This is an optimization exercise on Yosys and OpenROAD, whose aim is small area, a short achievable clock period and few clock cycles per item, not a production implementation.
Where RTL was checked, it was by simulation tests only, not by an equivalence proof against the original.
No functional check of the RTL was part of run 1.

`flow/constraint.sdc`:
```
create_clock -name core_clock -period 11.0 [get_ports {clk}]
set_input_delay 2.2000 -clock core_clock [delete_from_list [all_inputs] [get_ports {clk}]]
set_output_delay 2.2000 -clock core_clock [all_outputs]
set_load 0.01 [all_outputs]
```
`flow/design.v`:
```
package fpsf_pkg;
	localparam int unsigned COUNT_W    = 32;
	localparam int unsigned FRAC_W     = 16;
	localparam int unsigned POS_W      = COUNT_W + FRAC_W;
	localparam int unsigned SPEED_W    = 24;
	localparam int unsigned DUTY_W     = 16;
	localparam int unsigned POINT_W    = SPEED_W + DUTY_W;
	localparam int unsigned PHASE_W    = 4;
	localparam int unsigned PHASES     = 5;
	localparam int unsigned CFG_IDX_W  = 3;
	localparam int unsigned TABLE_REGS = 6;
	localparam int unsigned PT_IDX_W   = $clog2(TABLE_REGS);
	localparam logic [CFG_IDX_W-1:0] REG_STEP_LIMIT  = 3'd0;
	localparam logic [CFG_IDX_W-1:0] REG_POINT_FIRST = 3'd1;
	localparam logic [CFG_IDX_W-1:0] REG_POINT_LAST  = 3'd6;
	localparam logic [PHASE_W-1:0] PHASE_FIRST = 4'd0;
	localparam logic [PHASE_W-1:0] PHASE_LAST  = 4'd9;
	localparam int unsigned        PHASE_STATES = 10;
endpackage
import fpsf_pkg::*;
module five_phase_stepper_follower #(
	parameter int unsigned CURVE_POINTS = 6
) (
	input  logic                      clk,
	input  logic                      arst_n,
	input  logic                      item_valid,
	output logic                      item_ready,
	input  logic signed [COUNT_W-1:0] item_target_count,
	output logic                      result_valid,
	input  logic                      result_ready,
	output logic signed [COUNT_W-1:0] result_position,
	output logic [PHASE_W-1:0]        result_phase_index,
	output logic [DUTY_W-1:0]         result_duty_a,
	output logic [DUTY_W-1:0]         result_duty_b,
	output logic [DUTY_W-1:0]         result_duty_c,
	output logic [DUTY_W-1:0]         result_duty_d,
	output logic [DUTY_W-1:0]         result_duty_e,
	input  logic                      cfg_valid,
	output logic                      cfg_ready,
	input  logic [CFG_IDX_W-1:0]      cfg_index,
	input  logic [POINT_W-1:0]        cfg_data
);
	localparam logic [15:0] DIV_CUT = 16'b0010_1010_1010_1010;
	localparam int unsigned NDIV = $countones(DIV_CUT[14:0]);
	function automatic logic [PHASES-1:0] phase_pattern(input logic [PHASE_W-1:0] idx);
		case (idx)
			4'd0:    phase_pattern = 5'b00011;
			4'd1:    phase_pattern = 5'b00010;
			4'd2:    phase_pattern = 5'b00110;
			4'd3:    phase_pattern = 5'b00100;
			4'd4:    phase_pattern = 5'b01100;
			4'd5:    phase_pattern = 5'b01000;
			4'd6:    phase_pattern = 5'b11000;
			4'd7:    phase_pattern = 5'b10000;
			4'd8:    phase_pattern = 5'b10001;
			4'd9:    phase_pattern = 5'b00001;
			default: phase_pattern = 5'b00000;
		endcase
	endfunction
	logic [SPEED_W-1:0] step_limit_q;
	logic [SPEED_W-1:0] sp [TABLE_REGS];
	logic [DUTY_W-1:0]  du [TABLE_REGS];
	logic [SPEED_W-1:0] lim_q;
	logic               cfgw_q;
	assign cfg_ready = 1'b1;
	always_ff @(posedge clk or negedge arst_n) begin
		if (!arst_n) begin
			step_limit_q <= '0;
			for (int i = 0; i < TABLE_REGS; i++) begin
				sp[i] <= '0;
				du[i] <= '0;
			end
			lim_q  <= '0;
			cfgw_q <= 1'b0;
		end else begin
			if (cfg_valid) begin
				if (cfg_index == REG_STEP_LIMIT) begin
					step_limit_q <= cfg_data[SPEED_W-1:0];
				end else if (cfg_index >= REG_POINT_FIRST && cfg_index <= REG_POINT_LAST) begin
					sp[PT_IDX_W'(cfg_index - REG_POINT_FIRST)] <= cfg_data[POINT_W-1:DUTY_W];
					du[PT_IDX_W'(cfg_index - REG_POINT_FIRST)] <= cfg_data[DUTY_W-1:0];
				end
			end
			lim_q  <= (step_limit_q > sp[TABLE_REGS-1]) ? sp[TABLE_REGS-1] : step_limit_q;
			cfgw_q <= cfg_valid;
		end
	end
	logic adv_q;
	logic rv_q, sv_q;
	logic a_go;
	assign item_ready = adv_q && !cfgw_q;
	assign a_go       = adv_q && !cfgw_q;
	logic                      v0_q;
	logic signed [COUNT_W-1:0] t0_q;
	logic signed [POS_W-1:0]   pos_q;
	logic signed [POS_W-1:0]   tgt;
	logic signed [POS_W+2:0]   cx, cy;
	logic                      gt, lt;
	logic [SPEED_W:0]          d_lo;
	logic [SPEED_W:0]          nd_lo;
	logic signed [POS_W-1:0]   pos_pl, pos_mi, pos_next;
	logic [SPEED_W-1:0]        a_s;
	logic                      a_neg;
	assign tgt = {t0_q, {FRAC_W{1'b0}}};
	assign cx  = (POS_W+3)'(tgt) - (POS_W+3)'(pos_q) - (POS_W+3)'($signed({1'b0, lim_q})) - (POS_W+3)'(1);
	assign cy  = (POS_W+3)'(tgt) - (POS_W+3)'(pos_q) + (POS_W+3)'($signed({1'b0, lim_q}));
	assign gt  = !cx[POS_W+2];
	assign lt  = cy[POS_W+2];
	assign d_lo   = tgt[SPEED_W:0] - pos_q[SPEED_W:0];
	assign nd_lo  = pos_q[SPEED_W:0] - tgt[SPEED_W:0];
	assign pos_pl = pos_q + POS_W'(lim_q);
	assign pos_mi = pos_q - POS_W'(lim_q);
	assign pos_next = gt ? pos_pl : (lt ? pos_mi : tgt);
	assign a_s   = (gt || lt) ? lim_q : (d_lo[SPEED_W] ? nd_lo[SPEED_W-1:0] : d_lo[SPEED_W-1:0]);
	assign a_neg = lt || (!gt && d_lo[SPEED_W]);
	always_ff @(posedge clk or negedge arst_n) begin
		if (!arst_n) begin
			v0_q  <= 1'b0;
			pos_q <= '0;
		end else begin
			if (item_valid && item_ready) begin
				v0_q <= 1'b1;
			end else if (a_go) begin
				v0_q <= 1'b0;
			end
			if (a_go && v0_q) begin
				pos_q <= pos_next;
			end
		end
	end
	always_ff @(posedge clk) begin
		if (item_valid && item_ready) begin
			t0_q <= item_target_count;
		end
	end
	logic                      v1_q;
	logic [SPEED_W-1:0]        s1_s;
	logic                      s1_neg;
	logic signed [COUNT_W-1:0] last_int_q;
	logic [PHASE_W-1:0]        idx_q;
	logic signed [COUNT_W-1:0] new_int;
	logic [PHASE_W-1:0]        idx_next;
	logic [TABLE_REGS-1:0]     below;
	logic [2:0]                b_seg;
	assign new_int = pos_q[POS_W-1:FRAC_W] + COUNT_W'(pos_q[POS_W-1] && (pos_q[FRAC_W-1:0] != '0));
	always_comb begin
		idx_next = idx_q;
		if (new_int != last_int_q) begin
			if (s1_neg) begin
				idx_next = (idx_q == PHASE_FIRST) ? PHASE_LAST : idx_q - 4'd1;
			end else begin
				idx_next = (idx_q >= PHASE_LAST) ? PHASE_FIRST : idx_q + 4'd1;
			end
		end
	end
	always_comb begin
		for (int i = 0; i < TABLE_REGS; i++) begin
			below[i] = s1_s < sp[i];
		end
		casez (below)
			6'b?????1: b_seg = 3'd0;
			6'b????10: b_seg = 3'd1;
			6'b???100: b_seg = 3'd2;
			6'b??1000: b_seg = 3'd3;
			6'b?10000: b_seg = 3'd4;
			6'b100000: b_seg = 3'd5;
			default:   b_seg = 3'd6;
		endcase
	end
	always_ff @(posedge clk or negedge arst_n) begin
		if (!arst_n) begin
			v1_q       <= 1'b0;
			last_int_q <= '0;
			idx_q      <= PHASE_FIRST;
		end else if (adv_q) begin
			v1_q <= a_go && v0_q;
			if (v1_q) begin
				last_int_q <= new_int;
				idx_q      <= idx_next;
			end
		end
	end
	always_ff @(posedge clk) begin
		if (adv_q) begin
			s1_s   <= a_s;
			s1_neg <= a_neg;
		end
	end
	logic                      v2_q;
	logic [SPEED_W-1:0]        s2_s;
	logic [2:0]                s2_seg;
	logic signed [COUNT_W-1:0] s2_pos;
	logic [PHASE_W-1:0]        s2_idx;
	logic [SPEED_W-1:0] c_x1, c_x2;
	logic [DUTY_W-1:0]  c_y1, c_y2;
	logic               c_int;
	logic [SPEED_W-1:0] c_ds, c_dx;
	logic [DUTY_W:0]    c_dy;
	logic [DUTY_W-1:0]  c_dya;
	always_comb begin
		c_x1  = '0;
		c_x2  = '1;
		c_y1  = '0;
		c_y2  = '0;
		c_int = 1'b0;
		for (int i = 1; i < TABLE_REGS; i++) begin
			if (s2_seg == 3'(i)) begin
				c_x1  = sp[i-1];
				c_x2  = sp[i];
				c_y1  = du[i-1];
				c_y2  = du[i];
				c_int = 1'b1;
			end
		end
	end
	assign c_ds  = c_int ? (s2_s - c_x1) : '0;
	assign c_dx  = c_x2 - c_x1;
	assign c_dy  = {1'b0, c_y2} - {1'b0, c_y1};
	assign c_dya = c_dy[DUTY_W] ? DUTY_W'(-c_dy) : c_dy[DUTY_W-1:0];
	always_ff @(posedge clk or negedge arst_n) begin
		if (!arst_n) begin
			v2_q <= 1'b0;
		end else if (adv_q) begin
			v2_q <= v1_q;
		end
	end
	always_ff @(posedge clk) begin
		if (adv_q) begin
			s2_s   <= s1_s;
			s2_seg <= b_seg;
			s2_pos <= new_int;
			s2_idx <= idx_next;
		end
	end
	logic                      v3_q;
	logic [SPEED_W-1:0]        s3_ds, s3_dx;
	logic [DUTY_W-1:0]         s3_dya;
	logic                      s3_neg;
	logic [2:0]                s3_seg;
	logic signed [COUNT_W-1:0] s3_pos;
	logic [PHASE_W-1:0]        s3_idx;
	always_ff @(posedge clk or negedge arst_n) begin
		if (!arst_n) begin
			v3_q <= 1'b0;
		end else if (adv_q) begin
			v3_q <= v2_q;
		end
	end
	always_ff @(posedge clk) begin
		if (adv_q) begin
			s3_ds  <= c_ds;
			s3_dx  <= c_dx;
			s3_dya <= c_dya;
			s3_neg <= c_dy[DUTY_W];
			s3_seg <= s2_seg;
			s3_pos <= s2_pos;
			s3_idx <= s2_idx;
		end
	end
	logic                      dv_v   [NDIV+1];
	logic [SPEED_W-1:0]        dv_rem [NDIV+1];
	logic [DUTY_W-1:0]         dv_w   [NDIV+1];
	logic [SPEED_W-1:0]        dv_dx  [NDIV+1];
	logic                      dv_neg [NDIV+1];
	logic [2:0]                dv_seg [NDIV+1];
	logic signed [COUNT_W-1:0] dv_pos [NDIV+1];
	logic [PHASE_W-1:0]        dv_idx [NDIV+1];
	logic [POINT_W-1:0] prod;
	assign prod = POINT_W'(s3_dya) * POINT_W'(s3_ds);
	logic [SPEED_W-1:0] row_rem [16];
	logic [DUTY_W-1:0]  row_w   [16];
	always_ff @(posedge clk or negedge arst_n) begin
		if (!arst_n) begin
			dv_v[0] <= 1'b0;
		end else if (adv_q) begin
			dv_v[0] <= v3_q;
		end
	end
	always_ff @(posedge clk) begin
		if (adv_q) begin
			dv_rem[0] <= prod[POINT_W-1:DUTY_W];
			dv_w[0]   <= prod[DUTY_W-1:0];
			dv_dx[0]  <= s3_dx;
			dv_neg[0] <= s3_neg;
			dv_seg[0] <= s3_seg;
			dv_pos[0] <= s3_pos;
			dv_idx[0] <= s3_idx;
		end
	end
	for (genvar j = 0; j < 16; j++) begin : g_row
		localparam int unsigned K = (j == 0) ? 0 : $countones(DIV_CUT[j-1:0]);
		logic [SPEED_W-1:0] rin;
		logic [DUTY_W-1:0]  win;
		logic [SPEED_W:0]   trial;
		logic [SPEED_W:0]   diff;
		logic               ge;
		if (j == 0 || DIV_CUT[j-1]) begin : g_src_reg
			assign rin = dv_rem[K];
			assign win = dv_w[K];
		end else begin : g_src_row
			assign rin = row_rem[j-1];
			assign win = row_w[j-1];
		end
		assign trial = {rin, win[DUTY_W-1]};
		assign diff  = trial - {1'b0, dv_dx[K]};
		assign ge    = !diff[SPEED_W] || trial[SPEED_W];
		assign row_rem[j] = ge ? diff[SPEED_W-1:0] : trial[SPEED_W-1:0];
		assign row_w[j]   = {win[DUTY_W-2:0], ge};
		if (j < 15 && DIV_CUT[j]) begin : g_cut
			always_ff @(posedge clk or negedge arst_n) begin
				if (!arst_n) begin
					dv_v[K+1] <= 1'b0;
				end else if (adv_q) begin
					dv_v[K+1] <= dv_v[K];
				end
			end
			always_ff @(posedge clk) begin
				if (adv_q) begin
					dv_rem[K+1] <= row_rem[j];
					dv_w[K+1]   <= row_w[j];
					dv_dx[K+1]  <= dv_dx[K];
					dv_neg[K+1] <= dv_neg[K];
					dv_seg[K+1] <= dv_seg[K];
					dv_pos[K+1] <= dv_pos[K];
					dv_idx[K+1] <= dv_idx[K];
				end
			end
		end
	end
	logic [DUTY_W-1:0] q_fin;
	logic [DUTY_W-1:0] f_base;
	logic [DUTY_W-1:0] f_duty;
	logic              push;
	assign q_fin = row_w[15];
	always_comb begin
		f_base = du[0];
		for (int i = 1; i < TABLE_REGS; i++) begin
			if (dv_seg[NDIV] == 3'(i)) f_base = du[i-1];
		end
		if (dv_seg[NDIV] == 3'd6) f_base = du[TABLE_REGS-1];
	end
	assign f_duty = dv_neg[NDIV] ? (f_base - q_fin) : (f_base + q_fin);
	assign push   = adv_q && dv_v[NDIV];
	logic signed [COUNT_W-1:0] r_pos, s_pos;
	logic [PHASE_W-1:0]        r_idx, s_idx;
	logic [PHASES-1:0]         r_pat, s_pat;
	logic [DUTY_W-1:0]         r_duty, s_duty;
	logic                      pop;
	logic                      load_r_new, load_r_skid, load_s;
	assign pop          = rv_q && result_ready;
	assign load_r_skid  = pop && sv_q;
	assign load_r_new   = push && (pop ? !sv_q : !rv_q);
	assign load_s       = push && (pop ? sv_q : (rv_q && !sv_q));
	always_ff @(posedge clk or negedge arst_n) begin
		if (!arst_n) begin
			rv_q  <= 1'b0;
			sv_q  <= 1'b0;
			adv_q <= 1'b1;
		end else begin
			rv_q  <= (rv_q && !pop) || load_r_new || load_r_skid;
			sv_q  <= load_s || (sv_q && !pop);
			adv_q <= !(((rv_q && !pop) || load_r_new || load_r_skid) && (load_s || (sv_q && !pop)));
		end
	end
	always_ff @(posedge clk) begin
		if (load_r_skid) begin
			r_pos  <= s_pos;
			r_idx  <= s_idx;
			r_pat  <= s_pat;
			r_duty <= s_duty;
		end else if (load_r_new) begin
			r_pos  <= dv_pos[NDIV];
			r_idx  <= dv_idx[NDIV];
			r_pat  <= phase_pattern(dv_idx[NDIV]);
			r_duty <= f_duty;
		end
		if (load_s) begin
			s_pos  <= dv_pos[NDIV];
			s_idx  <= dv_idx[NDIV];
			s_pat  <= phase_pattern(dv_idx[NDIV]);
			s_duty <= f_duty;
		end
	end
	assign result_valid       = rv_q;
	assign result_position    = r_pos;
	assign result_phase_index = r_idx;
	assign result_duty_a      = r_pat[0] ? r_duty : '0;
	assign result_duty_b      = r_pat[1] ? r_duty : '0;
	assign result_duty_c      = r_pat[2] ? r_duty : '0;
	assign result_duty_d      = r_pat[3] ? r_duty : '0;
	assign result_duty_e      = r_pat[4] ? r_duty : '0;
endmodule
```
`flow/config.mk`:
```
export PLATFORM = sky130hd
export DESIGN_NAME = five_phase_stepper_follower
export DESIGN_NICKNAME = five_phase_stepper_follower
export VERILOG_FILES = /design/flow/design.v
export SDC_FILE = /design/flow/constraint.sdc
export NUM_CORES = 4
export LEC_CHECK = 0
export CAP_MARGIN = 20
export CORE_MARGIN = 2
export CORE_UTILIZATION = 40
export SLEW_MARGIN = 20
```
`flow/run.sh`:
```
#!/bin/bash
# synth_recipe.tcl (not shown) runs the flow's synth.tcl, then flattens the netlist and writes it again
# the make line also repeats each setting of config.mk as NAME=value (left out here)
make -C /OpenROAD-flow-scripts/flow DESIGN_CONFIG=/design/flow/config.mk WORK_HOME=/design/flow/orfs CLKGATE_MAP_FILE= SYNTH_SCRIPT=/design/flow/synth_recipe.tcl finish
```
==> results of run 1 <==
## worst reg2reg max path: cells and delay by family (launching register included)
kind | cells | cell delay [ns]
compound gates | 36 | 6.45
fa+ha+maj | 5 | 1.41
simple gates | 4 | 0.53
buf+inv | 4 | 0.48
flops | 1 | 0.38
xor+xnor | 2 | 0.27
mux | 1 | 0.27
## stage by stage
stage	hold slack [ns]	worst slack [ns]	std cells
after CTS	0.3902	0.1807	13700
after global placement	0.4001	0.2648	13380
after floorplan	0.4003	0.9304	9907
final	0.3899	0.9397	13720
after detailed placement	0.4045	0.2607	13380
after global routing	0.3937	0.02640	13720
## metal layers
| metal | routed length [um] | vias up |
|---|---|---|
| met5 | 12 | - |
| met2 | 128900 | 1832 |
| met3 | 12640 | 442 |
| li1 | - | 35390 |
| met1 | 120500 | 36660 |
| met4 | 8785 | 2 |
## worst paths after layout
check	start	endpoint	slack (ns)	cells past startpoint
max	dv_w[7][15]	r_duty[15]	0.94	52
min	dv_w[5][2]	dv_w[6][4]	0.39	0
max reg2reg	dv_w[7][15]	r_duty[15]	0.94	52
min reg2reg	dv_w[5][2]	dv_w[6][4]	0.39	0
max in group asynchronous	arst_n	lim_q[0]	7.12	3
min in group asynchronous	arst_n	pos_q[20]	1.42	1
## area by class of cell
class / count / area [sq um] / area share
Sequential cell: 1563 / 44950 / 0.3842
Multi-Input combinational cell: 7003 / 55050 / 0.4706
Tap cell: 3496 / 4374 / 0.03739
Clock buffer: 210 / 4667 / 0.03989
Timing Repair Buffer: 310 / 2883 / 0.02464
Antenna cell: 11 / 27.53 / 0.0002353
Inverter: 1008 / 3784 / 0.03234
Clock inverter: 116 / 1250 / 0.01068
## placed cells by master (no fill, tap or decap), types with 25 or more instances in the layout
| cell | synthesis | final |
|---|---|---|
| clkdlybuf4s50_1 | 0 | 196 |
| clkinv_1 | 4 | 25 |
| a21oi_1 | 492 | 490 |
| nand3_1 | 133 | 132 |
| o22a_1 | 47 | 47 |
| a31oi_1 | 56 | 54 |
| xor2_1 | 147 | 146 |
| a21boi_0 | 74 | 73 |
| nand2_1 | 868 | 866 |
| nand2b_1 | 99 | 98 |
| clkbuf_16 | 0 | 180 |
| o22ai_1 | 27 | 27 |
| inv_1 | 1003 | 1003 |
| clkbuf_1 | 278 | 25 |
| clkinv_2 | 0 | 34 |
| o21bai_1 | 43 | 43 |
| mux2i_1 | 180 | 180 |
| a22oi_1 | 89 | 89 |
| a21o_1 | 160 | 160 |
| nor2_1 | 593 | 591 |
| xnor2_1 | 378 | 377 |
| o21a_1 | 62 | 61 |
| buf_4 | 5 | 107 |
| a221oi_1 | 40 | 40 |
| and3_1 | 51 | 50 |
| o31ai_1 | 47 | 47 |
| fa_1 | 329 | 329 |
| nor4_1 | 34 | 34 |
| mux2_2 | 522 | 522 |
| nor2b_1 | 129 | 127 |
| edfxtp_1 | 1170 | 1170 |
| and2_1 | 257 | 257 |
| or3_1 | 54 | 54 |
| nor3_1 | 179 | 174 |
| nand4_1 | 59 | 59 |
| ha_1 | 876 | 876 |
| dfrtp_1 | 387 | 387 |
| o21ai_0 | 567 | 560 |
| a211oi_1 | 54 | 50 |
## cells by family after synthesis
group / count (synthesis) / share of synthesized area
AO/OA/AOI/OAI: 2019 / 0.1229
XOR/XNOR: 525 / 0.04385
adder cells (fa/ha/maj): 1205 / 0.1673
buffers and inverters: 1341 / 0.04864
flip-flops: 1563 / 0.4286
multiplexers: 702 / 0.07324
other: 1 / 0.00003576
AND/OR/NAND/NOR: 2551 / 0.1153
## registers in the layout (all words and copies together), names as in the netlist, 24 cells and up, named ones only
register	cells
dv_pos	256
dv_dx	192
dv_rem	192
sp	144
dv_w	128
du	96
pos_q	48
dv_idx	32
last_int_q	32
r_pos	32
s2_pos	32
s3_pos	32
s_pos	32
t0_q	32
dv_seg	24
lim_q	24
s1_s	24
s2_s	24
s3_ds	24
s3_dx	24
step_limit_q	24
## repair_timing
item	CTS	global route
resized for setup	0	10
buffers inserted	0	0
endpoints found under the setup margin	0	10
==> impl_metrics.env, run 1 <==
export IMPL_vias=74330
export IMPL_critical_path_peak_fanout=7
export IMPL_die_width_um=516.0
export IMPL_yosys_cell_count_top_type="edfxtp_1"
export IMPL_final_fill_count=24220
export IMPL_global_route_usage_met2=0.3385
export IMPL_utilization=0.4496
export IMPL_post_synth_top_cells="edfxtp_1 (1170), inv_1 (1003), ha_1 (876), nand2_1 (868), nor2_1 (593)"
export IMPL_finalWeightedCongestion=0.8957
export IMPL_cp_required_ns=11.58
export IMPL_cell_types_occupying_the_most_area_after_synthesis="edfxtp_1 (34%), ha_1 (10%), dfrtp_1 (9.2%), fa_1 (6.3%), mux2_2 (5.6%)"
export IMPL_global_route_usage_met1=0.2680
export IMPL_grt_antenna_before_repair=22
export IMPL_clock_tree_from_tritoncts="yes"
export IMPL_critPathMaxStageDelay_ns=0.41
export IMPL_clock_tree_htree_level_count=4
export IMPL_unrepaired_setup_endpoints_after_global_routing="false"
export IMPL_dieArea_sq_um=266300
export IMPL_worst_slew_margin_rel=0.2113
export IMPL_inserted_clock_buffers=176
export IMPL_global_route_usage_met3=0.02630
export IMPL_synth_top_cell_by_area="edfxtp_1"
export IMPL_fin_skew_ns=0.03995
export IMPL_antenna_left=0
export IMPL_clockBufferDepth=3
export IMPL_number_of_nets_produced_by_synthesis=11190
export IMPL_cell_with_the_most_instances_on_the_worst_path="a21o_1"
export IMPL_final_period_utilization=0.9146
export IMPL_layout_nets=11350
export IMPL_syn_avg_cell_area_sq_um=10.58
export IMPL_yosysSeqAreaShare=0.4286
export IMPL_first_global_vias=75310
export IMPL_worst_endpoint_arrival_ns=10.64
export IMPL_detail_placement_hpwl_mm=200.5
export IMPL_grt_busiest_layer="met2"
export IMPL_drc_errors=0
export IMPL_worst_path_max_delay_cell="fa_1"
export IMPL_final_design_area_no_fill_sq_um=117000
export IMPL_wire_per_inst_um=19.75
export IMPL_gr_usage_total=0.2016
export IMPL_synth_async_sr_flop_share=0.2482
export IMPL_detail_route_first_pass_iterations=6
export IMPL_core_sq_um=260200
export IMPL_cap_violations=0
export IMPL_post_route_cells_drive_above_1_share=0.09971
export IMPL_final_max_slew_violation_count=0
export IMPL_worst_pin_slew_ns=1.172
export IMPL_io_pins=199
export IMPL_cp_end_kind="register"
export IMPL_port_buffers=197
export IMPL_synth_main_ff_cell="edfxtp_1"
export IMPL_synth_edff_count=1170
export IMPL_finalSetupViolCount=0
export IMPL_timing_critical_path_buf_inv=4
export IMPL_synth_cell_type_count=103
export IMPL_setup_total_negative_slack_ns=0
export IMPL_yosysTopAreaCellShare=0.3351
export IMPL_cts_hold_buffers_added=0
export IMPL_period_needed_ns=10.06
export IMPL_finalHoldViolCount=0
export IMPL_grt_max_degree=161
export IMPL_detail_route_vias_per_cell=5.419
export IMPL_hold_class="reg2reg"
export IMPL_die_height_um=516.0
export IMPL_synth_seq_cells=1563
export IMPL_tritoncts_num_sinks=1563
export IMPL_clk_root_buffer_cell="clkbuf_16"
export IMPL_post_dp_cell_area_sq_um=111000
export IMPL_fmax_ghz=0.09940
export IMPL_run_status="timing/DRC/antenna clean"
export IMPL_clkLatencyLatePin_ns=0.82
export IMPL_cp_top_family="compound AO/OA/AOI/OAI gates"
export IMPL_category_of_the_most_critical_setup_path="reg2reg"
export IMPL_rows=187
export IMPL_gr_total_overflow=0
export IMPL_path_clk_slew_ns=0.06
export IMPL_drt_wl_total_mm=270.9
export IMPL_detailedRoute_firstIterationViolations=5163
export IMPL_area_growth_synth_to_final_pct=11.56
export IMPL_initial_core_util=0.4030
export IMPL_grt_pass1_wl_mm=425.2
export IMPL_syn_area_sq_um=104900
export IMPL_timing_critical_path_from_type="register"
export IMPL_netlist_instances=9907
export IMPL_yosysWarnings=13
==> run 2, diff against run 1 <==
--- a/flow/design.v
+++ b/flow/design.v
@@ -43,3 +43,9 @@
 	localparam logic [15:0] DIV_CUT = 16'b0010_1010_1010_1010;
-	localparam int unsigned NDIV = $countones(DIV_CUT[14:0]);
+	function automatic int unsigned cuts_below(input int unsigned n);
+		cuts_below = 0;
+		for (int unsigned i = 0; i < n; i++) begin
+			if (DIV_CUT[i]) cuts_below = cuts_below + 1;
+		end
+	endfunction
+	localparam int unsigned NDIV = cuts_below(15);
 	function automatic logic [PHASES-1:0] phase_pattern(input logic [PHASE_W-1:0] idx);
@@ -290,3 +296,3 @@
 	for (genvar j = 0; j < 16; j++) begin : g_row
-		localparam int unsigned K = (j == 0) ? 0 : $countones(DIV_CUT[j-1:0]);
+		localparam int unsigned K = cuts_below(j);
 		logic [SPEED_W-1:0] rin;
==> run 2 against run 1 <==
Effect of this change: synthesized area did not move; routed wire length did not move; flip-flop and latch count did not move; non-clock buffer count did not move; maximum frequency stayed put; first-iteration DRC count unchanged.
==> impl_metrics.env, run 2 <==
export IMPL_post_synth_top_cells="edfxtp_1 (1170), inv_1 (1003), ha_1 (876), nand2_1 (868), nor2_1 (593)"
export IMPL_final_fill_count=24220
export IMPL_vias=74330
export IMPL_finalNonFillerCells=13720
export IMPL_clkLatencyLatePin_ns=0.82
export IMPL_dieArea_sq_um=266300
export IMPL_detailedRoute_firstIterationViolations=5163
export IMPL_finalHoldViolCount=0
export IMPL_synth_edff_count=1170
export IMPL_core_sq_um=260200
export IMPL_yosys_cell_count_top_type="edfxtp_1"
export IMPL_critPathMaxStageDelay_ns=0.41
export IMPL_placedCellCount=13380
export IMPL_hold_start="dv_w[5][2]"
export IMPL_cell_with_the_most_instances_on_the_worst_path="a21o_1"
export IMPL_synth_cell_type_count=103
export IMPL_rows=187
export IMPL_leading_cell_type_in_the_layout_fill_and_taps_excluded="edfxtp_1"
export IMPL_final_max_slew_violation_count=0
export IMPL_r2r_slack_ns=0.94
export IMPL_setup_total_negative_slack_ns=0
export IMPL_gr_usage_total=0.2016
export IMPL_area_growth_synth_to_final_pct=11.56
export IMPL_yosysTopAreaCellShare=0.3351
export IMPL_drc_errors=0
export IMPL_gr_total_overflow=0
export IMPL_worstSetupStartpoint="dv_w[7][15]"
export IMPL_final_design_area_no_fill_sq_um=117000
export IMPL_critical_path_peak_fanout=7
export IMPL_worst_endpoint_arrival_ns=10.64
export IMPL_yosysWarnings=13
export IMPL_cell_types_occupying_the_most_area_after_synthesis="edfxtp_1 (34%), ha_1 (10%), dfrtp_1 (9.2%), fa_1 (6.3%), mux2_2 (5.6%)"
export IMPL_crit_reg2reg_launch="dv_w[7][15]"
export IMPL_cts_setup_buffers=0
export IMPL_detail_route_vias_per_cell=5.419
export IMPL_finalSetupViolCount=0
export IMPL_grt_antenna_before_repair=22
export IMPL_die_height_um=516.0
export IMPL_timing_reg2reg_worst_path_depth=52
export IMPL_grt_pass1_wl_mm=425.2
export IMPL_cp_required_ns=11.58
export IMPL_clock_tree_from_tritoncts="yes"
export IMPL_unrepaired_setup_endpoints_after_global_routing="false"
export IMPL_post_dp_cell_area_sq_um=111000
export IMPL_area_taken_by_flip_flops_and_latches_sq_um=44950
export IMPL_netlist_instances=9907
export IMPL_yosysSeqAreaShare=0.4286
export IMPL_multi_input_area_sq_um=55050
export IMPL_layout_cells_most_common_list="edfxtp_1 (1170), inv_1 (1003), ha_1 (876)"
export IMPL_synth_async_sr_flop_share=0.2482
export IMPL_timing_endpoint_of_the_critical_path="r_duty[15]"
export IMPL_detail_route_first_pass_iterations=6
export IMPL_syn_area_sq_um=104900
export IMPL_number_of_nets_produced_by_synthesis=11190
export IMPL_post_route_cells_drive_above_1_share=0.09971
export IMPL_synth_main_ff_cell="edfxtp_1"
export IMPL_drt_wl_total_mm=270.9
export IMPL_layout_nets=11350
export IMPL_path_clk_slew_ns=0.06
export IMPL_fmax_ghz=0.09940
export IMPL_io_pins=199
export IMPL_largest_register="dv_pos"
export IMPL_initial_core_util=0.4030
export IMPL_synth_top_cell_by_area="edfxtp_1"
export IMPL_clk_root_buffer_cell="clkbuf_16"
export IMPL_detail_placement_hpwl_mm=200.5
export IMPL_timing_critical_path_from_type="register"
export IMPL_utilization=0.4496
export IMPL_wire_per_inst_um=19.75
export IMPL_category_of_the_most_critical_setup_path="reg2reg"
export IMPL_worst_slew_margin_rel=0.2113
export IMPL_inserted_clock_buffers=176
export IMPL_port_buffers=197
export IMPL_final_period_utilization=0.9146
export IMPL_cp_end_kind="register"
export IMPL_largest_register_ffs=256
export IMPL_tritoncts_num_sinks=1563
export IMPL_worst_path_max_delay_cell="fa_1"
export IMPL_hold_class="reg2reg"
export IMPL_reg_largest_list="dv_pos: 256 flops, dv_dx: 192 flops, dv_rem: 192 flops"
export IMPL_clock_tree_htree_level_count=4
export IMPL_timing_rr_end="r_duty[15]"
export IMPL_syn_avg_cell_area_sq_um=10.58
export IMPL_synth_seq_cells=1563
export IMPL_run_status="timing/DRC/antenna clean"
export IMPL_worst_pin_slew_ns=1.172
export IMPL_cap_violations=0
export IMPL_period_needed_ns=10.06
export IMPL_clockBufferDepth=3
export IMPL_fin_skew_ns=0.03995
export IMPL_die_width_um=516.0
export IMPL_finalWeightedCongestion=0.8957
export IMPL_grt_max_degree=161
export IMPL_first_global_vias=75310
export IMPL_antenna_left=0
==> run 2: cell counts in the layout (fill, tap and decap cells not counted) <==
No cell type changed its count.
==> run 2: how the worst min path moves through the flow <==
stage | to | slack (ns) | depth (start not counted)
finish | dv_w[6][4] | 0.39 | 0
global route | dv_w[6][4] | 0.39 | 0
CTS | dv_w[6][4] | 0.39 | 0
detailed placement | dv_dx[0][20] | 0.40 | 0
global placement | s3_pos[30] | 0.40 | 0
floorplan | dv_dx[0][0] | 0.40 | 0
==> run 2: cells by family after synthesis <==
group	Yosys count	synth area share
AO/OA/AOI/OAI	2019	0.1229
XOR/XNOR	525	0.04385
adder cells (fa/ha/maj)	1205	0.1673
buffers and inverters	1341	0.04864
flip-flops	1563	0.4286
multiplexers	702	0.07324
other	1	0.00003576
AND/OR/NAND/NOR	2551	0.1153
==> run 2: final cells by class <==
class | instances | share of cell area
Antenna cell | 11 | 0.0002353
Inverter | 1008 | 0.03234
Tap cell | 3496 | 0.03739
Clock buffer | 210 | 0.03989
Clock inverter | 116 | 0.01068
Timing Repair Buffer | 310 | 0.02464
Multi-Input combinational cell | 7003 | 0.4706
Sequential cell | 1563 | 0.3842
==> run 2: per-stage QoR <==
stage          hold slack [ns]  worst slack [ns]
2_1_floorplan           0.4003            0.9304
3_3_place_gp            0.4001            0.2648
5_1_grt                 0.3937           0.02640
6_report                0.3899            0.9397
4_1_cts                 0.3902            0.1807
3_5_place_dp            0.4045            0.2607
==> run 2: critical path: cells and delay by family, from the launching register on <==
| family | cells | cell delay (ns) |
|---|---|---|
| AOI/OAI and AO/OA | 36 | 6.45 |
| adders and majority gates | 5 | 1.41 |
| and+or+nand+nor | 4 | 0.53 |
| buffers and inverters | 4 | 0.48 |
| DFF | 1 | 0.38 |
| xor gates and xnor gates | 2 | 0.27 |
| muxes | 1 | 0.27 |
==> run 2: layer usage <==
metal,track usage,share of wire,up-vias
li1,-,-,35390
met1,0.2680,0.44,36660
met2,0.3385,0.48,1832
met3,0.02630,0.047,442
met4,0.06773,0.032,2
met5,0,0.000044,-
==> run 2: repair_timing <==
item,4_1_cts,5_1_grt
gates resized for setup,0,10
hold buffers,0,0
setup endpoints to repair,0,10
Testbench counts of run 2, summed over its fixed seeds: cycles 10,432, items 9,600.
==> run 3, diff against run 2 <==
--- a/flow/design.v
+++ b/flow/design.v
@@ -42,3 +42,3 @@
 );
-	localparam logic [15:0] DIV_CUT = 16'b0010_1010_1010_1010;
+	localparam logic [7:0] STEP_CUT = 8'b0111_1111;
 	function automatic int unsigned cuts_below(input int unsigned n);
@@ -46,6 +46,6 @@
 		for (int unsigned i = 0; i < n; i++) begin
-			if (DIV_CUT[i]) cuts_below = cuts_below + 1;
+			if (STEP_CUT[i]) cuts_below = cuts_below + 1;
 		end
 	endfunction
-	localparam int unsigned NDIV = cuts_below(15);
+	localparam int unsigned NDIV = cuts_below(7);
 	function automatic logic [PHASES-1:0] phase_pattern(input logic [PHASE_W-1:0] idx);
@@ -144,6 +144,3 @@
 	logic                      s1_neg;
-	logic signed [COUNT_W-1:0] last_int_q;
-	logic [PHASE_W-1:0]        idx_q;
 	logic signed [COUNT_W-1:0] new_int;
-	logic [PHASE_W-1:0]        idx_next;
 	logic [TABLE_REGS-1:0]     below;
@@ -152,12 +149,2 @@
 	always_comb begin
-		idx_next = idx_q;
-		if (new_int != last_int_q) begin
-			if (s1_neg) begin
-				idx_next = (idx_q == PHASE_FIRST) ? PHASE_LAST : idx_q - 4'd1;
-			end else begin
-				idx_next = (idx_q >= PHASE_LAST) ? PHASE_FIRST : idx_q + 4'd1;
-			end
-		end
-	end
-	always_comb begin
 		for (int i = 0; i < TABLE_REGS; i++) begin
@@ -177,11 +164,5 @@
 		if (!arst_n) begin
-			v1_q       <= 1'b0;
-			last_int_q <= '0;
-			idx_q      <= PHASE_FIRST;
+			v1_q <= 1'b0;
 		end else if (adv_q) begin
 			v1_q <= a_go && v0_q;
-			if (v1_q) begin
-				last_int_q <= new_int;
-				idx_q      <= idx_next;
-			end
 		end
@@ -198,3 +179,16 @@
 	logic signed [COUNT_W-1:0] s2_pos;
-	logic [PHASE_W-1:0]        s2_idx;
+	logic                      s2_neg;
+	logic signed [COUNT_W-1:0] last_int_q;
+	logic [PHASE_W-1:0]        idx_q;
+	logic [PHASE_W-1:0]        idx_next;
+	always_comb begin
+		idx_next = idx_q;
+		if (s2_pos != last_int_q) begin
+			if (s2_neg) begin
+				idx_next = (idx_q == PHASE_FIRST) ? PHASE_LAST : idx_q - 4'd1;
+			end else begin
+				idx_next = (idx_q >= PHASE_LAST) ? PHASE_FIRST : idx_q + 4'd1;
+			end
+		end
+	end
 	logic [SPEED_W-1:0] c_x1, c_x2;
@@ -204,3 +198,3 @@
 	logic [DUTY_W:0]    c_dy;
-	logic [DUTY_W-1:0]  c_dya;
+	logic [8:0]         c_b1, c_b2, c_bn;
 	always_comb begin
@@ -224,8 +218,24 @@
 	assign c_dy  = {1'b0, c_y2} - {1'b0, c_y1};
-	assign c_dya = c_dy[DUTY_W] ? DUTY_W'(-c_dy) : c_dy[DUTY_W-1:0];
+	always_comb begin
+		logic [18:0] bx;
+		logic [2:0]  tr;
+		bx = {c_dy[DUTY_W], c_dy, 1'b0};
+		for (int i = 0; i < 9; i++) begin
+			tr = bx[2*i +: 3];
+			c_b1[i] = tr[1] ^ tr[0];
+			c_b2[i] = (tr == 3'b011) || (tr == 3'b100);
+			c_bn[i] = (tr[2] && !(tr[1] && tr[0])) ^ c_dy[DUTY_W];
+		end
+	end
 	always_ff @(posedge clk or negedge arst_n) begin
 		if (!arst_n) begin
-			v2_q <= 1'b0;
+			v2_q       <= 1'b0;
+			last_int_q <= '0;
+			idx_q      <= PHASE_FIRST;
 		end else if (adv_q) begin
 			v2_q <= v1_q;
+			if (v2_q) begin
+				last_int_q <= s2_pos;
+				idx_q      <= idx_next;
+			end
 		end
@@ -237,3 +247,3 @@
 			s2_pos <= new_int;
-			s2_idx <= idx_next;
+			s2_neg <= s1_neg;
 		end
@@ -242,3 +252,3 @@
 	logic [SPEED_W-1:0]        s3_ds, s3_dx;
-	logic [DUTY_W-1:0]         s3_dya;
+	logic [8:0]                s3_b1, s3_b2, s3_bn;
 	logic                      s3_neg;
@@ -258,3 +268,5 @@
 			s3_dx  <= c_dx;
-			s3_dya <= c_dya;
+			s3_b1  <= c_b1;
+			s3_b2  <= c_b2;
+			s3_bn  <= c_bn;
 			s3_neg <= c_dy[DUTY_W];
@@ -262,3 +274,3 @@
 			s3_pos <= s2_pos;
-			s3_idx <= s2_idx;
+			s3_idx <= idx_next;
 		end
@@ -273,6 +285,22 @@
 	logic [PHASE_W-1:0]        dv_idx [NDIV+1];
+	localparam logic [POINT_W-1:0] BOOTH_K = 40'hAAAC000000;
 	logic [POINT_W-1:0] prod;
-	assign prod = POINT_W'(s3_dya) * POINT_W'(s3_ds);
-	logic [SPEED_W-1:0] row_rem [16];
-	logic [DUTY_W-1:0]  row_w   [16];
+	logic [POINT_W-1:0] bterm [9];
+	logic [POINT_W-1:0] bneg;
+	always_comb begin
+		logic [25:0] mag;
+		logic        ng;
+		bneg = '0;
+		for (int i = 0; i < 9; i++) begin
+			ng  = s3_bn[i];
+			mag = ({26{s3_b1[i]}} & {2'b00, s3_ds}) | ({26{s3_b2[i]}} & {1'b0, s3_ds, 1'b0});
+			bterm[i] = POINT_W'({!ng, (ng ? ~mag : mag)}) << (2 * i);
+			bneg[2*i] = ng;
+		end
+	end
+	assign prod = bterm[0] + bterm[1] + bterm[2] + bterm[3] + bterm[4] + bterm[5] + bterm[6]
+		+ bterm[7] + bterm[8] + bneg + BOOTH_K;
+	logic [SPEED_W-1:0] st_rem [8];
+	logic [DUTY_W-1:0]  st_w   [8];
+	logic [1:0]         st_q   [8];
 	always_ff @(posedge clk or negedge arst_n) begin
@@ -295,3 +323,3 @@
 	end
-	for (genvar j = 0; j < 16; j++) begin : g_row
+	for (genvar j = 0; j < 8; j++) begin : g_step
 		localparam int unsigned K = cuts_below(j);
@@ -299,18 +327,34 @@
 		logic [DUTY_W-1:0]  win;
-		logic [SPEED_W:0]   trial;
-		logic [SPEED_W:0]   diff;
-		logic               ge;
-		if (j == 0 || DIV_CUT[j-1]) begin : g_src_reg
+		logic [SPEED_W+1:0] trial;
+		logic [SPEED_W+2:0] d1, d2, d3;
+		logic [SPEED_W-1:0] dx;
+		if (j == 0 || STEP_CUT[j-1]) begin : g_src_reg
 			assign rin = dv_rem[K];
 			assign win = dv_w[K];
-		end else begin : g_src_row
-			assign rin = row_rem[j-1];
-			assign win = row_w[j-1];
-		end
-		assign trial = {rin, win[DUTY_W-1]};
-		assign diff  = trial - {1'b0, dv_dx[K]};
-		assign ge    = !diff[SPEED_W] || trial[SPEED_W];
-		assign row_rem[j] = ge ? diff[SPEED_W-1:0] : trial[SPEED_W-1:0];
-		assign row_w[j]   = {win[DUTY_W-2:0], ge};
-		if (j < 15 && DIV_CUT[j]) begin : g_cut
+		end else begin : g_src_step
+			assign rin = st_rem[j-1];
+			assign win = st_w[j-1];
+		end
+		assign dx    = dv_dx[K];
+		assign trial = {rin, win[DUTY_W-1 -: 2]};
+		assign d1 = {1'b0, trial} - (SPEED_W+3)'(dx);
+		assign d2 = {1'b0, trial} - (SPEED_W+3)'({dx, 1'b0});
+		assign d3 = {1'b0, trial} - (SPEED_W+3)'({dx, 1'b0}) - (SPEED_W+3)'(dx);
+		always_comb begin
+			if (!d3[SPEED_W+2]) begin
+				st_q[j]   = 2'd3;
+				st_rem[j] = d3[SPEED_W-1:0];
+			end else if (!d2[SPEED_W+2]) begin
+				st_q[j]   = 2'd2;
+				st_rem[j] = d2[SPEED_W-1:0];
+			end else if (!d1[SPEED_W+2]) begin
+				st_q[j]   = 2'd1;
+				st_rem[j] = d1[SPEED_W-1:0];
+			end else begin
+				st_q[j]   = 2'd0;
+				st_rem[j] = trial[SPEED_W-1:0];
+			end
+		end
+		assign st_w[j] = {win[DUTY_W-3:0], st_q[j]};
+		if (j < 7 && STEP_CUT[j]) begin : g_cut
 			always_ff @(posedge clk or negedge arst_n) begin
@@ -324,4 +368,4 @@
 				if (adv_q) begin
-					dv_rem[K+1] <= row_rem[j];
-					dv_w[K+1]   <= row_w[j];
+					dv_rem[K+1] <= st_rem[j];
+					dv_w[K+1]   <= st_w[j];
 					dv_dx[K+1]  <= dv_dx[K];
@@ -335,3 +379,24 @@
 	end
-	logic [DUTY_W-1:0] q_fin;
+	logic                      fq_v;
+	logic [DUTY_W-1:0]         fq_q;
+	logic                      fq_neg;
+	logic [2:0]                fq_seg;
+	logic signed [COUNT_W-1:0] fq_pos;
+	logic [PHASE_W-1:0]        fq_idx;
+	always_ff @(posedge clk or negedge arst_n) begin
+		if (!arst_n) begin
+			fq_v <= 1'b0;
+		end else if (adv_q) begin
+			fq_v <= dv_v[NDIV];
+		end
+	end
+	always_ff @(posedge clk) begin
+		if (adv_q) begin
+			fq_q   <= st_w[7];
+			fq_neg <= dv_neg[NDIV];
+			fq_seg <= dv_seg[NDIV];
+			fq_pos <= dv_pos[NDIV];
+			fq_idx <= dv_idx[NDIV];
+		end
+	end
 	logic [DUTY_W-1:0] f_base;
@@ -339,3 +404,2 @@
 	logic              push;
-	assign q_fin = row_w[15];
 	always_comb begin
@@ -343,8 +407,8 @@
 		for (int i = 1; i < TABLE_REGS; i++) begin
-			if (dv_seg[NDIV] == 3'(i)) f_base = du[i-1];
+			if (fq_seg == 3'(i)) f_base = du[i-1];
 		end
-		if (dv_seg[NDIV] == 3'd6) f_base = du[TABLE_REGS-1];
+		if (fq_seg == 3'd6) f_base = du[TABLE_REGS-1];
 	end
-	assign f_duty = dv_neg[NDIV] ? (f_base - q_fin) : (f_base + q_fin);
-	assign push   = adv_q && dv_v[NDIV];
+	assign f_duty = fq_neg ? (f_base - fq_q) : (f_base + fq_q);
+	assign push   = adv_q && fq_v;
 	logic signed [COUNT_W-1:0] r_pos, s_pos;
@@ -377,5 +441,5 @@
 		end else if (load_r_new) begin
-			r_pos  <= dv_pos[NDIV];
-			r_idx  <= dv_idx[NDIV];
-			r_pat  <= phase_pattern(dv_idx[NDIV]);
+			r_pos  <= fq_pos;
+			r_idx  <= fq_idx;
+			r_pat  <= phase_pattern(fq_idx);
 			r_duty <= f_duty;
@@ -383,5 +447,5 @@
 		if (load_s) begin
-			s_pos  <= dv_pos[NDIV];
-			s_idx  <= dv_idx[NDIV];
-			s_pat  <= phase_pattern(dv_idx[NDIV]);
+			s_pos  <= fq_pos;
+			s_idx  <= fq_idx;
+			s_pat  <= phase_pattern(fq_idx);
 			s_duty <= f_duty;
==> run 3 against run 2 <==
Effect of this change: routed wire length grew 18%; worst hold slack lost 0.0057 ns; synthesized area grew 8.8%; critical endpoint is now pos_q[41]; via count grew 15%; synthesized cell count grew 12%; critical path type unchanged; still clean.
==> impl_metrics.env, run 3 <==
export IMPL_placedCellCount=14780
export IMPL_clockBufferDepth=4
export IMPL_cell_types_occupying_the_most_area_after_synthesis="edfxtp_1 (32%), ha_1 (12%), dfrtp_1 (8.5%), xnor2_1 (5.4%), fa_1 (3.5%)"
export IMPL_largest_register_ffs=256
export IMPL_post_synth_top_cells="edfxtp_1 (1233), ha_1 (1081), nand2_1 (878), inv_1 (827), xnor2_1 (705)"
export IMPL_detail_route_first_pass_iterations=6
export IMPL_period_needed_ns=8.336
export IMPL_final_design_area_no_fill_sq_um=126400
export IMPL_grt_antenna_before_repair=20
export IMPL_synth_edff_count=1233
export IMPL_cts_hold_buffers_added=0
export IMPL_die_width_um=538.0
export IMPL_yosysSeqAreaShare=0.4109
export IMPL_drt_wl_total_mm=318.9
export IMPL_finalSetupViolCount=0
export IMPL_layout_nets=12570
export IMPL_cell_with_the_most_instances_on_the_worst_path="nor2_1"
export IMPL_cp_top_family="simple AND/OR/NAND/NOR gates"
export IMPL_post_cts_resized=0
export IMPL_syn_avg_cell_area_sq_um=10.24
export IMPL_grt_pass1_wl_mm=494.5
export IMPL_synth_cell_type_count=91
export IMPL_finalWeightedCongestion=0.9173
export IMPL_path_clk_slew_ns=0.06
export IMPL_initial_core_util=0.4009
export IMPL_reg_largest_list="dv_pos: 256 flops, dv_dx: 192 flops, dv_rem: 192 flops"
export IMPL_worst_pin_slew_ns=1.003
export IMPL_yosysWarnings=15
export IMPL_antenna_left=0
export IMPL_final_period_utilization=0.7578
export IMPL_wire_per_inst_um=21.09
export IMPL_grt_max_degree=179
export IMPL_cap_violations=0
export IMPL_largest_register="dv_pos"
export IMPL_fmax_ghz=0.1200
export IMPL_cp_required_ns=11.73
export IMPL_leading_cell_type_in_the_layout_fill_and_taps_excluded="edfxtp_1"
export IMPL_utilization=0.4442
export IMPL_drc_errors=0
export IMPL_timing_critical_path_buf_inv=2
export IMPL_clkLatencyLatePin_ns=0.89
export IMPL_synth_main_ff_cell="edfxtp_1"
export IMPL_detail_route_vias_per_cell=5.647
export IMPL_clock_tree_from_tritoncts="yes"
export IMPL_unrepaired_setup_endpoints_after_global_routing="false"
export IMPL_fin_skew_ns=0.1029
export IMPL_cp_end_kind="register"
export IMPL_synth_top_cell_by_area="edfxtp_1"
export IMPL_yosys_cell_count_top_type="edfxtp_1"
export IMPL_synth_seq_cells=1627
export IMPL_clock_tree_htree_level_count=4
export IMPL_io_pins=199
export IMPL_worst_path_max_delay_cell="nand2b_1"
export IMPL_finalNonFillerCells=15120
export IMPL_hold_class="reg2reg"
export IMPL_netlist_instances=11140
export IMPL_vias=85390
export IMPL_clk_root_buffer_cell="clkbuf_16"
export IMPL_cts_setup_buffers=0
export IMPL_syn_area_sq_um=114000
export IMPL_first_global_vias=84990
export IMPL_number_of_nets_produced_by_synthesis=12500
export IMPL_finalHoldViolCount=0
export IMPL_area_growth_synth_to_final_pct=10.81
export IMPL_setup_total_negative_slack_ns=0
export IMPL_yosysTopAreaCellShare=0.3247
export IMPL_die_height_um=538.0
export IMPL_detailedRoute_firstIterationViolations=6028
export IMPL_category_of_the_most_critical_setup_path="reg2reg"
export IMPL_timing_critical_path_from_type="register"
export IMPL_core_sq_um=284500
export IMPL_port_buffers=197
export IMPL_worst_endpoint_arrival_ns=9.07
export IMPL_tritoncts_num_sinks=1627
export IMPL_gr_usage_total=0.2160
export IMPL_gr_total_overflow=0
export IMPL_crit_chain="inv_1, ha_1, or3b_1, or3_1, nand2b_1, nor2_1, nand3b_1, o21ai_0, xnor2_1, ha_1, a21oi_1, o31ai_1, a31oi_1, nor2_1, a2111o_1, nor4b_1, a21oi_1, a211oi_1, nand4_1, o21ai_4, buf_12, nand2b_1, nor2_1, a221o_1"
export IMPL_post_route_cells_drive_above_1_share=0.06986
export IMPL_final_max_slew_violation_count=0
export IMPL_detail_placement_hpwl_mm=241.8
export IMPL_worst_slew_margin_rel=0.3264
export IMPL_layout_cells_most_common_list="edfxtp_1 (1233), ha_1 (1081), nand2_1 (876)"
export IMPL_run_status="timing/DRC/antenna clean"
export IMPL_post_dp_cell_area_sq_um=120100
export IMPL_dieArea_sq_um=289400
export IMPL_inserted_clock_buffers=191
export IMPL_critical_path_peak_fanout=40
export IMPL_synth_async_sr_flop_share=0.2391
export IMPL_critPathMaxStageDelay_ns=0.74
export IMPL_rows=196
## run 3: changes by cell type in the layout (fill, tap and decap cells not counted), moves of 127 or more
cell,before,now
a22oi_1,89,273
and2_1,257,130
fa_1,329,198
ha_1,876,1081
inv_1,1003,827
mux2_2,522,296
xnor2_1,377,704
## run 3: worst paths after layout
path | cells after the start | slack [ns] | to | from
max in group asynchronous | 2 | 7.97 | sp[1][3] | arst_n
worst max register to register | 24 | 2.66 | pos_q[41] | pos_q[1]
worst min register to register | 0 | 0.38 | dv_neg[6] | dv_neg[5]
min in group asynchronous | 1 | 1.43 | last_int_q[26] | arst_n
worst max-delay path | 24 | 2.66 | pos_q[41] | pos_q[1]
worst min-delay path | 0 | 0.38 | dv_neg[6] | dv_neg[5]
## run 3: area by class of cell
type	count	area, sq um
Clock inverter	100	1087
Timing Repair Buffer	301	2856
Fill cell	26640	158100
Tap cell	3762	4707
Antenna cell	7	17.52
Multi-Input combinational cell	8245	62600
Clock buffer	238	5089
Inverter	841	3157
Sequential cell	1627	46860
## run 3: cells by family after synthesis
kind of cell	share of synthesized area
xor gates and xnor gates	0.06827
DFF	0.4109
AOI/OAI and AO/OA	0.1617
other	0.00003288
muxes	0.05143
adders and majority gates	0.1534
and+or+nand+nor	0.1123
buffers and inverters	0.04199
## run 3: metal layers
metal | routed length, um | track usage | vias to the layer above
li1 | - | - | 40670
met1 | 141300 | 0.2875 | 41940
met2 | 153100 | 0.3683 | 2260
met3 | 14780 | 0.02480 | 513
met4 | 9675 | 0.06438 | 4
met5 | 29 | 0 | -
## run 3: stage by stage
stage          hold WS (ns)  setup slack (ns)
4_1_cts              0.3819             2.823
3_5_place_dp         0.4045             2.812
2_1_floorplan        0.4003            0.5439
6_report             0.3842             2.664
3_3_place_gp         0.4002             2.677
5_1_grt              0.3848             2.124
Testbench counts of run 3, summed over its fixed seeds: cycles 10,496, items 9,600.
==> run 4, diff against run 3 <==
--- a/flow/design.v
+++ b/flow/design.v
@@ -102,6 +102,10 @@
 	logic signed [POS_W-1:0]   tgt;
-	logic signed [POS_W+2:0]   cx, cy;
-	logic                      gt, lt;
-	logic [SPEED_W:0]          d_lo;
-	logic [SPEED_W:0]          nd_lo;
+	logic [SPEED_W-1:0]        tL, pL;
+	logic signed [SPEED_W-1:0] tH, pH;
+	logic [SPEED_W:0]          u, nd;
+	logic signed [SPEED_W+2:0] v1, v2;
+	logic signed [SPEED_W:0]   h;
+	logic                      bL, dl_gt, dl_lt;
+	logic                      h_ge1, h_ge2, h_eq0, h_eq1, h_eqm1, h_lem1, h_lem2;
+	logic                      gt, lt, dneg;
 	logic signed [POS_W-1:0]   pos_pl, pos_mi, pos_next;
@@ -110,8 +114,24 @@
 	assign tgt = {t0_q, {FRAC_W{1'b0}}};
-	assign cx  = (POS_W+3)'(tgt) - (POS_W+3)'(pos_q) - (POS_W+3)'($signed({1'b0, lim_q})) - (POS_W+3)'(1);
-	assign cy  = (POS_W+3)'(tgt) - (POS_W+3)'(pos_q) + (POS_W+3)'($signed({1'b0, lim_q}));
-	assign gt  = !cx[POS_W+2];
-	assign lt  = cy[POS_W+2];
-	assign d_lo   = tgt[SPEED_W:0] - pos_q[SPEED_W:0];
-	assign nd_lo  = pos_q[SPEED_W:0] - tgt[SPEED_W:0];
+	assign tL  = tgt[SPEED_W-1:0];
+	assign pL  = pos_q[SPEED_W-1:0];
+	assign tH  = tgt[POS_W-1:SPEED_W];
+	assign pH  = pos_q[POS_W-1:SPEED_W];
+	assign u   = {1'b0, tL} - {1'b0, pL};
+	assign nd  = {1'b0, pL} - {1'b0, tL};
+	assign bL  = u[SPEED_W];
+	assign v1  = $signed({3'b000, tL}) - $signed({3'b000, pL}) - $signed({3'b000, lim_q}) - 27'sd1;
+	assign v2  = $signed({3'b000, tL}) - $signed({3'b000, pL}) + $signed({3'b000, lim_q});
+	assign dl_gt = bL ? (v1 >= -27'sd16777216) : (v1 >= 27'sd0);
+	assign dl_lt = bL ? (v2 < 27'sd0) : (v2 < 27'sd16777216);
+	assign h      = (SPEED_W+1)'(tH) - (SPEED_W+1)'(pH);
+	assign h_ge1  = !h[SPEED_W] && (h != '0);
+	assign h_ge2  = !h[SPEED_W] && (h[SPEED_W-1:1] != '0);
+	assign h_eq0  = (h == '0);
+	assign h_eq1  = (h == (SPEED_W+1)'(1));
+	assign h_eqm1 = (h == '1);
+	assign h_lem1 = h[SPEED_W];
+	assign h_lem2 = h[SPEED_W] && !h_eqm1;
+	assign gt   = bL ? (h_ge2 || (h_eq1 && dl_gt)) : (h_ge1 || (h_eq0 && dl_gt));
+	assign lt   = bL ? (h_lem1 || (h_eq0 && dl_lt)) : (h_lem2 || (h_eqm1 && dl_lt));
+	assign dneg = bL ? h_eq0 : h_eqm1;
 	assign pos_pl = pos_q + POS_W'(lim_q);
@@ -119,4 +139,4 @@
 	assign pos_next = gt ? pos_pl : (lt ? pos_mi : tgt);
-	assign a_s   = (gt || lt) ? lim_q : (d_lo[SPEED_W] ? nd_lo[SPEED_W-1:0] : d_lo[SPEED_W-1:0]);
-	assign a_neg = lt || (!gt && d_lo[SPEED_W]);
+	assign a_s   = (gt || lt) ? lim_q : (dneg ? nd[SPEED_W-1:0] : u[SPEED_W-1:0]);
+	assign a_neg = lt || (!gt && dneg);
 	always_ff @(posedge clk or negedge arst_n) begin
@@ -198,3 +218,2 @@
 	logic [DUTY_W:0]    c_dy;
-	logic [8:0]         c_b1, c_b2, c_bn;
 	always_comb begin
@@ -218,13 +237,2 @@
 	assign c_dy  = {1'b0, c_y2} - {1'b0, c_y1};
-	always_comb begin
-		logic [18:0] bx;
-		logic [2:0]  tr;
-		bx = {c_dy[DUTY_W], c_dy, 1'b0};
-		for (int i = 0; i < 9; i++) begin
-			tr = bx[2*i +: 3];
-			c_b1[i] = tr[1] ^ tr[0];
-			c_b2[i] = (tr == 3'b011) || (tr == 3'b100);
-			c_bn[i] = (tr[2] && !(tr[1] && tr[0])) ^ c_dy[DUTY_W];
-		end
-	end
 	always_ff @(posedge clk or negedge arst_n) begin
@@ -252,3 +260,3 @@
 	logic [SPEED_W-1:0]        s3_ds, s3_dx;
-	logic [8:0]                s3_b1, s3_b2, s3_bn;
+	logic [DUTY_W:0]           s3_dy;
 	logic                      s3_neg;
@@ -268,5 +276,3 @@
 			s3_dx  <= c_dx;
-			s3_b1  <= c_b1;
-			s3_b2  <= c_b2;
-			s3_bn  <= c_bn;
+			s3_dy  <= c_dy;
 			s3_neg <= c_dy[DUTY_W];
@@ -286,18 +292,77 @@
 	localparam logic [POINT_W-1:0] BOOTH_K = 40'hAAAC000000;
-	logic [POINT_W-1:0] prod;
-	logic [POINT_W-1:0] bterm [9];
-	logic [POINT_W-1:0] bneg;
+	logic [POINT_W-1:0] pp [10];
 	always_comb begin
+		logic [18:0] bx;
+		logic [2:0]  tr;
 		logic [25:0] mag;
-		logic        ng;
-		bneg = '0;
+		logic        b1, b2, ng;
+		logic [8:0]  ngv;
+		bx = {s3_dy[DUTY_W], s3_dy, 1'b0};
 		for (int i = 0; i < 9; i++) begin
-			ng  = s3_bn[i];
-			mag = ({26{s3_b1[i]}} & {2'b00, s3_ds}) | ({26{s3_b2[i]}} & {1'b0, s3_ds, 1'b0});
-			bterm[i] = POINT_W'({!ng, (ng ? ~mag : mag)}) << (2 * i);
-			bneg[2*i] = ng;
+			tr  = bx[2*i +: 3];
+			b1  = tr[1] ^ tr[0];
+			b2  = (tr == 3'b011) || (tr == 3'b100);
+			ng  = (tr[2] && !(tr[1] && tr[0])) ^ s3_dy[DUTY_W];
+			ngv[i] = ng;
+			mag = ({26{b1}} & {2'b00, s3_ds}) | ({26{b2}} & {1'b0, s3_ds, 1'b0});
+			pp[i] = POINT_W'({!ng, (ng ? ~mag : mag)}) << (2 * i);
+		end
+		for (int i = 0; i < 8; i++) begin
+			pp[i+1][2*i] = ngv[i];
+		end
+		pp[9] = BOOTH_K;
+		pp[9][16] = ngv[8];
+	end
+	function automatic logic [2*POINT_W-1:0] csa(input logic [POINT_W-1:0] a, input logic [POINT_W-1:0] b,
+	                                               input logic [POINT_W-1:0] c);
+		logic [POINT_W-1:0] sm, cy;
+		sm = a ^ b ^ c;
+		cy = ((a & b) | (a & c) | (b & c)) << 1;
+		csa = {cy, sm};
+	endfunction
+	logic [POINT_W-1:0] t1 [7];
+	logic [POINT_W-1:0] t2 [5];
+	logic [POINT_W-1:0] t3 [4];
+	logic [POINT_W-1:0] t4 [3];
+	logic [POINT_W-1:0] m_s, m_c;
+	assign {t1[1], t1[0]} = csa(pp[0], pp[1], pp[2]);
+	assign {t1[3], t1[2]} = csa(pp[3], pp[4], pp[5]);
+	assign {t1[5], t1[4]} = csa(pp[6], pp[7], pp[8]);
+	assign t1[6] = pp[9];
+	assign {t2[1], t2[0]} = csa(t1[0], t1[1], t1[2]);
+	assign {t2[3], t2[2]} = csa(t1[3], t1[4], t1[5]);
+	assign t2[4] = t1[6];
+	assign {t3[1], t3[0]} = csa(t2[0], t2[1], t2[2]);
+	assign t3[2] = t2[3];
+	assign t3[3] = t2[4];
+	assign {t4[1], t4[0]} = csa(t3[0], t3[1], t3[2]);
+	assign t4[2] = t3[3];
+	assign {m_c, m_s} = csa(t4[0], t4[1], t4[2]);
+	logic                      v4_q;
+	logic [POINT_W-1:0]        s4_ms, s4_mc;
+	logic [SPEED_W-1:0]        s4_dx;
+	logic                      s4_neg;
+	logic [2:0]                s4_seg;
+	logic signed [COUNT_W-1:0] s4_pos;
+	logic [PHASE_W-1:0]        s4_idx;
+	always_ff @(posedge clk or negedge arst_n) begin
+		if (!arst_n) begin
+			v4_q <= 1'b0;
+		end else if (adv_q) begin
+			v4_q <= v3_q;
+		end
+	end
+	always_ff @(posedge clk) begin
+		if (adv_q) begin
+			s4_ms  <= m_s;
+			s4_mc  <= m_c;
+			s4_dx  <= s3_dx;
+			s4_neg <= s3_neg;
+			s4_seg <= s3_seg;
+			s4_pos <= s3_pos;
+			s4_idx <= s3_idx;
 		end
 	end
-	assign prod = bterm[0] + bterm[1] + bterm[2] + bterm[3] + bterm[4] + bterm[5] + bterm[6]
-		+ bterm[7] + bterm[8] + bneg + BOOTH_K;
+	logic [POINT_W-1:0] prod;
+	assign prod = s4_ms + s4_mc;
 	logic [SPEED_W-1:0] st_rem [8];
@@ -309,3 +374,3 @@
 		end else if (adv_q) begin
-			dv_v[0] <= v3_q;
+			dv_v[0] <= v4_q;
 		end
@@ -316,7 +381,7 @@
 			dv_w[0]   <= prod[DUTY_W-1:0];
-			dv_dx[0]  <= s3_dx;
-			dv_neg[0] <= s3_neg;
-			dv_seg[0] <= s3_seg;
-			dv_pos[0] <= s3_pos;
-			dv_idx[0] <= s3_idx;
+			dv_dx[0]  <= s4_dx;
+			dv_neg[0] <= s4_neg;
+			dv_seg[0] <= s4_seg;
+			dv_pos[0] <= s4_pos;
+			dv_idx[0] <= s4_idx;
 		end
--- a/flow/config.mk
+++ b/flow/config.mk
@@ -9,3 +9,4 @@
 export CORE_MARGIN = 2
-export CORE_UTILIZATION = 40
+export CORE_UTILIZATION = 55
+export SETUP_SLACK_MARGIN = 3
 export SLEW_MARGIN = 20
==> run 4 against run 3 <==
Effect of this change: via count increased by 1.4%; clock skew fell by 0.040 ns; highest routed layer unchanged; maximum frequency increased by 7.9%; sequential share of layout area up 2.1 points; synthesized area increased by 3.4%; register-to-register slack improved by 0.61 ns.
==> impl_metrics.env, run 4 <==
export IMPL_cap_violations=0
export IMPL_critPathMaxStageDelay_ns=0.48
export IMPL_cell_with_the_most_instances_on_the_worst_path="a21oi_1"
export IMPL_gr_usage_total=0.2894
export IMPL_leading_cell_type_in_the_layout_fill_and_taps_excluded="edfxtp_1"
export IMPL_reg_largest_list="dv_pos: 256 flops, dv_dx: 192 flops, dv_rem: 192 flops"
export IMPL_detail_route_vias_per_cell=6.066
export IMPL_worst_slew_margin_rel=0.2584
export IMPL_gr_total_overflow=0
export IMPL_detailedRoute_firstIterationViolations=7197
export IMPL_placedCellCount=13910
export IMPL_finalNonFillerCells=14280
export IMPL_layout_nets=12650
export IMPL_place_ws_ns=1.834
export IMPL_wire_per_inst_um=22.41
export IMPL_inserted_clock_buffers=190
export IMPL_largest_register="dv_pos"
export IMPL_clk_root_buffer_cell="clkbuf_16"
export IMPL_grt_antenna_before_repair=14
export IMPL_antenna_left=0
export IMPL_die_height_um=467.0
export IMPL_final_period_utilization=0.7025
export IMPL_number_of_nets_produced_by_synthesis=12570
export IMPL_detail_route_first_pass_iterations=6
export IMPL_worst_path_max_delay_cell="dfrtp_1"
export IMPL_syn_area_sq_um=117900
export IMPL_synth_seq_cells=1756
export IMPL_post_synth_fa_ha_maj_area_fraction=0.1475
export IMPL_layout_cells_most_common_list="edfxtp_1 (1361), ha_1 (1069), inv_1 (905)"
export IMPL_synth_top_cell_by_area="edfxtp_1"
export IMPL_port_buffers=197
export IMPL_detail_placement_hpwl_mm=239.3
export IMPL_clkLatencyLatePin_ns=0.88
export IMPL_finalSetupViolCount=0
export IMPL_area_growth_synth_to_final_pct=9.961
export IMPL_setup_total_negative_slack_ns=0
export IMPL_tritoncts_num_sinks=1756
export IMPL_worst_pin_slew_ns=1.112
export IMPL_yosysTopAreaCellShare=0.3467
export IMPL_run_status="timing/DRC/antenna clean"
export IMPL_hold_class="reg2reg"
export IMPL_cp_top_family="simple AND/OR/NAND/NOR gates"
export IMPL_clock_tree_from_tritoncts="yes"
export IMPL_category_of_the_most_critical_setup_path="reg2reg"
export IMPL_vias=86620
export IMPL_synthMuxAreaShare=0.05337
export IMPL_r2r_slack_ns=3.27
export IMPL_clockBufferDepth=3
==> run 4: cell types whose count changed after synthesis, sizes merged, moves of 21 or more <==
cell / change
and2: -25
inv: +72
a21oi: +38
a22oi: -24
o31ai: -21
nand2: -160
o211ai: -30
edfxtp: +128
nand2b: +33
o21ai: +25
mux2: +45
xor2: +172
a21boi: +22
xnor2: -183
==> run 4: kinds of logic after synthesis <==
family | Yosys count
AOI/OAI and AO/OA | 2834
xor gates and xnor gates | 878
adders and majority gates | 1272
buffers and inverters | 1335
DFF | 1756
muxes | 586
other | 1
and+or+nand+nor | 2557
==> run 4: final cells by class <==
cell class,count,area (sq um)
clock inverter,125,1416
sequential,1756,50730
multi-input combinational,8128,62570
inverter,915,3438
clock buffer,231,4990
antenna,1,2.502
fill,17360,82870
timing repair buffer,304,2960
tap,2821,3530
==> run 4: routing by layer <==
layer	vias to the layer above	wire length, um	global-route usage
met5	-	13	0
met4	2	13810	0.1175
met3	576	16540	0.03483
met2	2601	153800	0.4890
met1	42440	135900	0.3779
li1	41000	-	-
==> run 4: worst paths after layout <==
check	endpoint	startpoint
min in group asynchronous	sp[1][16]	arst_n
worst min-delay path	dv_w[3][11]	dv_w[2][9]
worst max-delay path	pos_q[14]	pos_q[2]
worst min register to register	dv_w[3][11]	dv_w[2][9]
max in group asynchronous	du[3][1]	arst_n
worst max register to register	pos_q[14]	pos_q[2]
==> run 4: what timing repair did <==
action / CTS / global route
hold endpoints to repair: 0 / 0
hold buffers: 0 / 0
pin swaps: 1 / 10
cloned: 0 / 1
setup endpoints to repair: 72 / 87
gates resized for setup: 14 / 42
setup buffers: 3 / 4
==> run 4: worst reg2reg max path: cells and delay by family, from the launching register on <==
family	cells	cell delay [ns]
AOI/OAI and AO/OA	12	2.18
xor gates and xnor gates	2	0.50
adders and majority gates	2	0.55
buffers and inverters	2	0.30
DFF	1	0.48
muxes	1	0.27
and+or+nand+nor	13	3.30
Testbench counts of run 4, summed over its fixed seeds: cycles 10,560, items 9,600.

what the ideal ports hide:
The results above use ideal ports. As a check the final layouts listed here were re-extracted and re-timed, cells and wires unchanged.
Step 1 sets driving cells, clkbuf_16 on the clock port and buf_2 on the other inputs (assumed; they add their load-dependent delay and slew).
Step 2 also shifts input and output timing later by t, the mid clock arrival at the registers, as if the neighbouring blocks saw the same clock.
Slacks: ideal / step 1 / step 2; pairs: ideal / step 1.
run	t, ns	setup WS [ns]	clock arrival spread, ns	worst register clock-pin slew, ns
run 1	0.903	0.940 / 0.940 / 0.940	0.041 / 0.041	0.07 / 0.07
run 2	0.903	0.940 / 0.940 / 0.940	0.041 / 0.041	0.07 / 0.07
run 3	0.931	2.664 / 2.664 / 2.664	0.110 / 0.110	0.07 / 0.07
run 4	0.941	3.273 / 3.273 / 3.273	0.068 / 0.069	0.08 / 0.08
After both steps setup and hold are still met in every run listed.
